Background: an optimization exercise with open tools, aiming at a short achievable clock period and few clock cycles. Do not read the settings as production practice.
No functional check of the RTL was part of this run.
Power and IR drop assume default switching activity.

$ cat flow/config.mk
export PLATFORM = sky130hd
export DESIGN_NAME = fetch_unit
export DESIGN_NICKNAME = fetch_unit
export VERILOG_FILES = /design/flow/design.v
export SDC_FILE = /design/flow/constraint.sdc
export NUM_CORES = 4
export LEC_CHECK = 0
export ABC_CLOCK_PERIOD_IN_PS = 2000
export CAP_MARGIN = 20
export CORE_MARGIN = 2
export CORE_UTILIZATION = 40
export SETUP_SLACK_MARGIN = 1.8
export SLEW_MARGIN = 20
$ cat flow/constraint.sdc
create_clock -name core_clock -period 4.0 [get_ports {clk}]
set_input_delay 0.8000 -clock core_clock [delete_from_list [all_inputs] [get_ports {clk}]]
set_output_delay 0.8000 -clock core_clock [all_outputs]
set_load 0.01 [all_outputs]
$ cat flow/design.v
package fetch_pkg;
  typedef enum logic [1:0] {
    IDLE = 2'd0,
    LOAD = 2'd1,
    RUN  = 2'd2,
    HALT = 2'd3
  } state_t;
  localparam int ADDR_W_DEF = 8;
  localparam int OP_HI   = 7;
  localparam int OP_LO   = 4;
  localparam int RD_HI   = 3;
  localparam int RD_LO   = 2;
  localparam int RS_HI   = 1;
  localparam int RS_LO   = 0;
  localparam int IMM4_HI = 3;
  localparam int IMM2_HI = 1;
endpackage
module fetch_queue #(
  parameter int AW = 8,
  localparam int DEPTH = 2 ** AW
) (
  input  logic          clk,
  input  logic          we,
  input  logic [AW-1:0] waddr,
  input  logic [7:0]    wdata,
  input  logic [AW-1:0] raddr_a,
  output logic [7:0]    rdata_a,
  input  logic [AW-1:0] raddr_b,
  output logic [7:0]    rdata_b,
  output logic [7:0]    rdata_0
);
  logic [7:0] mem [DEPTH];
  always_ff @(posedge clk) begin
    if (we) mem[waddr] <= wdata;
  end
  assign rdata_a = mem[raddr_a];
  assign rdata_b = mem[raddr_b];
  assign rdata_0 = mem[0];
endmodule
module fetch_unit #(
  parameter int ADDR_W = fetch_pkg::ADDR_W_DEF,
  parameter int QDEPTH = 2
) (
  input  logic              clk,
  input  logic              rst,
  input  logic              load_en,
  input  logic              load_we,
  input  logic [15:0]       load_data,
  input  logic              run,
  input  logic              redirect_en,
  input  logic [ADDR_W-1:0] redirect_addr,
  input  logic              issue_ready,
  output logic              issue_valid,
  output logic [3:0]        opcode,
  output logic [1:0]        rd,
  output logic [1:0]        rs,
  output logic [1:0]        imm2,
  output logic [3:0]        imm4,
  output logic [ADDR_W-1:0] pc_out,
  output logic              halted,
  output logic              busy
);
  fetch_pkg::state_t state_reg, state_next;
  logic [ADDR_W-1:0] end_addr_reg;
  logic              prog_valid_reg;
  logic              first_wr_reg;
  logic              valid_reg, valid_next;
  logic [7:0]        instr_reg, instr_next;
  logic [ADDR_W-1:0] pc_reg, pc_next;
  logic [ADDR_W-1:0] pcn_reg, pcn_next;
  logic              last_reg, last_next;    
  logic              halted_reg, busy_reg;
  logic              load_wr;
  logic [ADDR_W-1:0] load_addr;
  logic [7:0]        seq_data, red_data, zero_data;
  logic              red_in_range;
  assign load_addr    = load_data[8 +: ADDR_W];
  assign load_wr      = (state_reg == fetch_pkg::LOAD) && load_we;
  assign red_in_range = (redirect_addr <= end_addr_reg);
  fetch_queue #(.AW(ADDR_W)) u_mem (
    .clk     (clk),
    .we      (load_wr),
    .waddr   (load_addr),
    .wdata   (load_data[7:0]),
    .raddr_a (pcn_reg),
    .rdata_a (seq_data),
    .raddr_b (redirect_addr),
    .rdata_b (red_data),
    .rdata_0 (zero_data)
  );
  always_comb begin
    state_next = state_reg;
    valid_next = valid_reg;
    instr_next = instr_reg;
    pc_next    = pc_reg;
    pcn_next   = pcn_reg;
    last_next  = last_reg;
    case (state_reg)
      fetch_pkg::IDLE: begin
        if (load_en)  state_next = fetch_pkg::LOAD;
        else if (run) state_next = prog_valid_reg ? fetch_pkg::RUN : fetch_pkg::HALT;
      end
      fetch_pkg::LOAD: begin
        if (!load_en) state_next = fetch_pkg::IDLE;
      end
      fetch_pkg::RUN: begin
        if (redirect_en) begin
          valid_next = red_in_range;
          instr_next = red_in_range ? red_data : '0;
          pc_next    = red_in_range ? redirect_addr : '0;
          pcn_next   = redirect_addr + 1'b1;
          last_next  = (redirect_addr == end_addr_reg);
          if (!red_in_range) state_next = fetch_pkg::HALT;
        end else if (issue_ready) begin
          if (last_reg) begin
            valid_next = 1'b0;
            instr_next = '0;
            pc_next    = '0;
            state_next = fetch_pkg::HALT;
          end else begin
            valid_next = 1'b1;
            instr_next = seq_data;
            pc_next    = pcn_reg;
          end
          pcn_next  = pcn_reg + 1'b1;
          last_next = (pcn_reg == end_addr_reg);
        end
      end
      fetch_pkg::HALT: begin
        if (load_en)  state_next = fetch_pkg::LOAD;
        else if (run) state_next = fetch_pkg::RUN;
      end
      default: state_next = fetch_pkg::IDLE;
    endcase
    if (state_next == fetch_pkg::RUN && state_reg != fetch_pkg::RUN) begin
      valid_next = 1'b1;
      instr_next = zero_data;
      pc_next    = '0;
      pcn_next   = {{(ADDR_W-1){1'b0}}, 1'b1};
      last_next  = (end_addr_reg == '0);
    end
  end
  always_ff @(posedge clk or posedge rst) begin
    if (rst) begin
      state_reg      <= fetch_pkg::IDLE;
      end_addr_reg   <= '0;
      prog_valid_reg <= 1'b0;
      first_wr_reg   <= 1'b0;
      valid_reg      <= 1'b0;
      instr_reg      <= '0;
      pc_reg         <= '0;
      pcn_reg        <= '0;
      last_reg       <= 1'b0;
      halted_reg     <= 1'b0;
      busy_reg       <= 1'b0;
    end else begin
      state_reg  <= state_next;
      valid_reg  <= valid_next;
      instr_reg  <= instr_next;
      pc_reg     <= pc_next;
      pcn_reg    <= pcn_next;
      last_reg   <= last_next;
      halted_reg <= (state_next == fetch_pkg::HALT);
      busy_reg   <= (state_next == fetch_pkg::LOAD) || (state_next == fetch_pkg::RUN);
      if (state_next == fetch_pkg::LOAD && state_reg != fetch_pkg::LOAD) first_wr_reg <= 1'b1;
      if (load_wr) begin
        prog_valid_reg <= 1'b1;
        first_wr_reg   <= 1'b0;
        if (first_wr_reg || load_addr > end_addr_reg) end_addr_reg <= load_addr;
      end
    end
  end
  assign issue_valid = valid_reg;
  assign opcode      = instr_reg[fetch_pkg::OP_HI:fetch_pkg::OP_LO];
  assign rd          = instr_reg[fetch_pkg::RD_HI:fetch_pkg::RD_LO];
  assign rs          = instr_reg[fetch_pkg::RS_HI:fetch_pkg::RS_LO];
  assign imm2        = instr_reg[fetch_pkg::IMM2_HI:0];
  assign imm4        = instr_reg[fetch_pkg::IMM4_HI:0];
  assign pc_out      = pc_reg;
  assign halted      = halted_reg;
  assign busy        = busy_reg;
endmodule
$ cat flow/run.sh
#!/bin/bash
# synth_recipe.tcl (not shown) runs the flow's synth.tcl, then flattens the netlist and writes it again
# the make line also repeats each setting of config.mk as NAME=value (left out here)
make -C /OpenROAD-flow-scripts/flow DESIGN_CONFIG=/design/flow/config.mk WORK_HOME=/design/flow/orfs CLKGATE_MAP_FILE= SYNTH_SCRIPT=/design/flow/synth_recipe.tcl finish
==> flow_metrics.py <==
metrics = {
    "finish": {
        "final_cells": 9861,
        "drive_gt1_share_pct": 42.8,
        "largest_register": "u_mem.mem",
        "syn_to_final_growth_pct": 23.3,
        "largest_register_ffs": 2048,
        "nNetsFinal": 6391,
        "fin_area_um2": 122000,
    },
    "placement": {
        "preCtsSetupSlack_ps": -397,
        "dp_hpwl_um": 264000,
        "dpl.cell_count": 9215,
        "placed_cell_area_um2": 110000,
        "port_buffers": 55,
        "gp_congestion": 1.02,
    },
    "sta": {
        "max_freq_mhz": 280,
        "worst_slew_pin_slew_ps": 1180,
        "setup_slack_ps": 425,
        "rsz0062_at_grt": "yes",
        "relSlewSlack_pct": 21.6,
        "fin_crit_sh_pct": 89.4,
        "setup_violations": 0,
        "slew_viol_final": 0,
        "hold_viol": 0,
        "layout_min_cycle_time_ps": 3580,
        "skew_ps": 50.5,
    },
    "clock_tree": {
        "hold_buffers": 0,
        "clk_path_buf_depth": 3,
        "cts.sinks": 2088,
        "cts_tree": "yes",
        "h-tree-depth": 4,
        "clk_pin_slew_ps": 70,
        "clock_latency_ps": 920,
        "root_buffer": "clkbuf_16",
        "cts_inserted_buffers": 217,
    },
    "logic_synthesis": {
        "syn_inst": 5457,
        "avgSynthCellArea_um2": 18.2,
        "synthFlopType": "edfxtp_1",
        "yosysMostFrequentCell": "edfxtp_1",
        "synth_seq_cells": 2088,
        "yosysUniqueCellTypes": 72,
        "synth-edff-count": 2048,
        "synth_top_cell_by_area": "edfxtp_1",
        "netlist_area_um2": 99100,
        "syn_nets": 5508,
        "ys_async_sr_fraction_pct": 1.92,
        "synthTopCellsByArea": "edfxtp_1 (62%), mux4_2 (21%), mux2i_1 (3.4%)",
        "yosys-top-cells-count": "edfxtp_1 (2048), mux4_2 (936), nor2_1 (354)",
        "ys_warn_count": 2,
        "synth_top_area_share_pct": 62.1,
        "synth-seq-area-share_pct": 63.1,
    },
    "pwr": {
        "cellLeakagePower_nw": 40.4,
        "swShare_pct": 32.1,
        "ir_worst_vdd_mv": 0.584,
        "power_density_nw_per_um2": 551,
        "pwr-share-comb_pct": 31.3,
        "internal-power_mw": 45.7,
        "p_seq_share_pct": 36.7,
        "clkPwrFrac_pct": 32.0,
        "power_switching_mw": 21.6,
    },
    "worst_setup_path": {
        "start_kind": "flop",
        "crit_arrival_ps": 4410,
        "cp.required_ps": 4840,
        "end_kind": "flop",
        "worst-setup-path-type": "flop to flop",
        "worst-path-max-fanout": 18,
    },
    "floorplanning": {
        "die_area_um2": 252000,
        "die_h_um": 502,
        "rows": 182,
        "dieWidth_um": 502,
        "pin_count": 56,
        "core_um2": 246000,
        "initial_core_util_pct": 40.2,
    },
    "routing": {
        "drt_wl_total_um": 395000,
        "firstDrtPassIters": 7,
        "dr_total_vias": 66500,
        "ant_nets": 0,
        "drtIter0Drc": 11400,
        "drcViolationCount": 0,
        "post_drt_wl_per_cell_um": 40.1,
        "via_per_inst": 6.75,
    },
    "global_routing": {
        "grt_pass1_wl_um": 532000,
        "antenna_found_initial": 24,
        "grt_pass1_vias": 63800,
        "grt_usage_pct": 30.8,
        "grt_overflow_total": 0,
        "grt_start_max_net_pins": 122,
    },
    "run_status": {
        "outcome": "timing/DRC/antenna clean",
    },
    "flow_run": {
        "max_cap_violations": 0,
    },
    "worst_hold_path": {
        "hold_class": "primary input to asynchronous set/reset pin",
    },
}
[power groups by stage]
stage                     Clock [mW]  Combinational [mW]  Sequential (mW)
after detailed placement           0                17.0             25.3
after global routing            22.4                21.3             24.6
final                           21.5                21.1             24.7
after global placement             0                17.0             25.3
after CTS                       21.6                19.4             24.6
after floorplan                    0                9.85             24.9
[worst max-delay path, cell delays in order, from the launching register on]
cell,delay [ps]
dfrtp_2,760
clkinv_1,440
nor2_1,440
nand2_1,600
o2bb2ai_2,530
a21oi_1,130
nand4_1,300
a31oi_4,80
o211ai_1,200
[routing by layer]
layer / part of all wire (%) / wire [um] / global-route usage (%) / vias up
met5: 0.013 / 53 / 0 / -
met4: 6.6 / 26100 / 17.5 / 8
met3: 14 / 54400 / 9.33 / 1089
met2: 44 / 173000 / 44.9 / 5546
met1: 36 / 142000 / 41.2 / 34900
li1: - / - / - / 25000
[cells by family after synthesis]
family	Yosys count	share of synthesized area [%]
flops	2088	63.1
mux	1303	25.0
simple gates	910	4.08
compound gates	662	4.72
buf+inv	460	2.72
fa+ha+maj	20	0.253
xor+xnor	14	0.124
[worst paths after layout]
check	cells past startpoint	slack [ps]	from	to
max reg2reg	8	420	pcn_reg[5]$_DFFE_PP0P_	instr_reg[4]$_DFFE_PP0P_
max in group asynchronous	2	2800	rst	pcn_reg[1]$_DFFE_PP0P_
min in group core_clock	1	490	prog_valid_reg$_DFFE_PP0P_	prog_valid_reg$_DFFE_PP0P_
max	8	420	pcn_reg[5]$_DFFE_PP0P_	instr_reg[4]$_DFFE_PP0P_
min	2	440	rst	halted_reg$_DFF_PP0_
min reg2reg	1	490	prog_valid_reg$_DFFE_PP0P_	prog_valid_reg$_DFFE_PP0P_
[what timing repair did]
item,CTS,global route
endpoints found under the setup margin,2042,1377
resized for setup,360,285
gates cloned,15,4
pin swaps,44,91
setup buffers,119,80
[per-stage QoR]
step	hold slack [ps]	total power, mW	utilization (%)	TNS (ps)
3_5_place_dp	461	42.3	44.6	-2040
3_3_place_gp	452	42.2	44.6	-2000
2_1_floorplan	440	34.7	-	0
5_1_grt	510	68.4	49.6	0
4_1_cts	409	65.7	48.8	0
6_report	443	67.3	49.6	0
[cell type report]
class | instances | area [um2]
diodes | 18 | 45.0
fillers | 20100 | 124000
inverters | 33 | 173
repair buffers | 1091 | 11500
well taps | 3312 | 4140
clock inverters | 161 | 1890
multi-input cells | 2909 | 36100
clock buffers | 249 | 5680
flip-flops and latches | 2088 | 62500
[layout by cell type, fill, tap and decap left out, types with 118 or more instances in the layout]
master and n:
edfxtp_1 2048, mux4_2 936, buf_4 744, mux2i_1 324, nand2_1 232, clkbuf_16 225, nor2_1 190, buf_12 155
nor2_4 118

==> afterwards: timing with drivers on the ports <==
No port has a modelled driver above. Below, the same layout with a new extraction and two added sets of constraints.
Step 1 sets driving cells, clkbuf_16 on the clock port and buf_2 on the other inputs (assumed; they add their load-dependent delay and slew).
Step 2 times the ports against the registers' clock, not the clock port: input delays grow and output delays shrink by t, the midpoint of the rising clock arrivals with the driver on.
Slacks: ideal / step 1 / step 2; pairs: ideal / step 1.
t (ns): 0.991
slack for setup (ns): 0.425 / 0.425 / -0.204
slew at the worst register clock pin (ns): 0.07 / 0.07
Met with ideal ports but missed after step 2: setup timing in this run. The setup slack of this run moves by 0.000 ns with the drivers and by -0.629 ns with both steps.
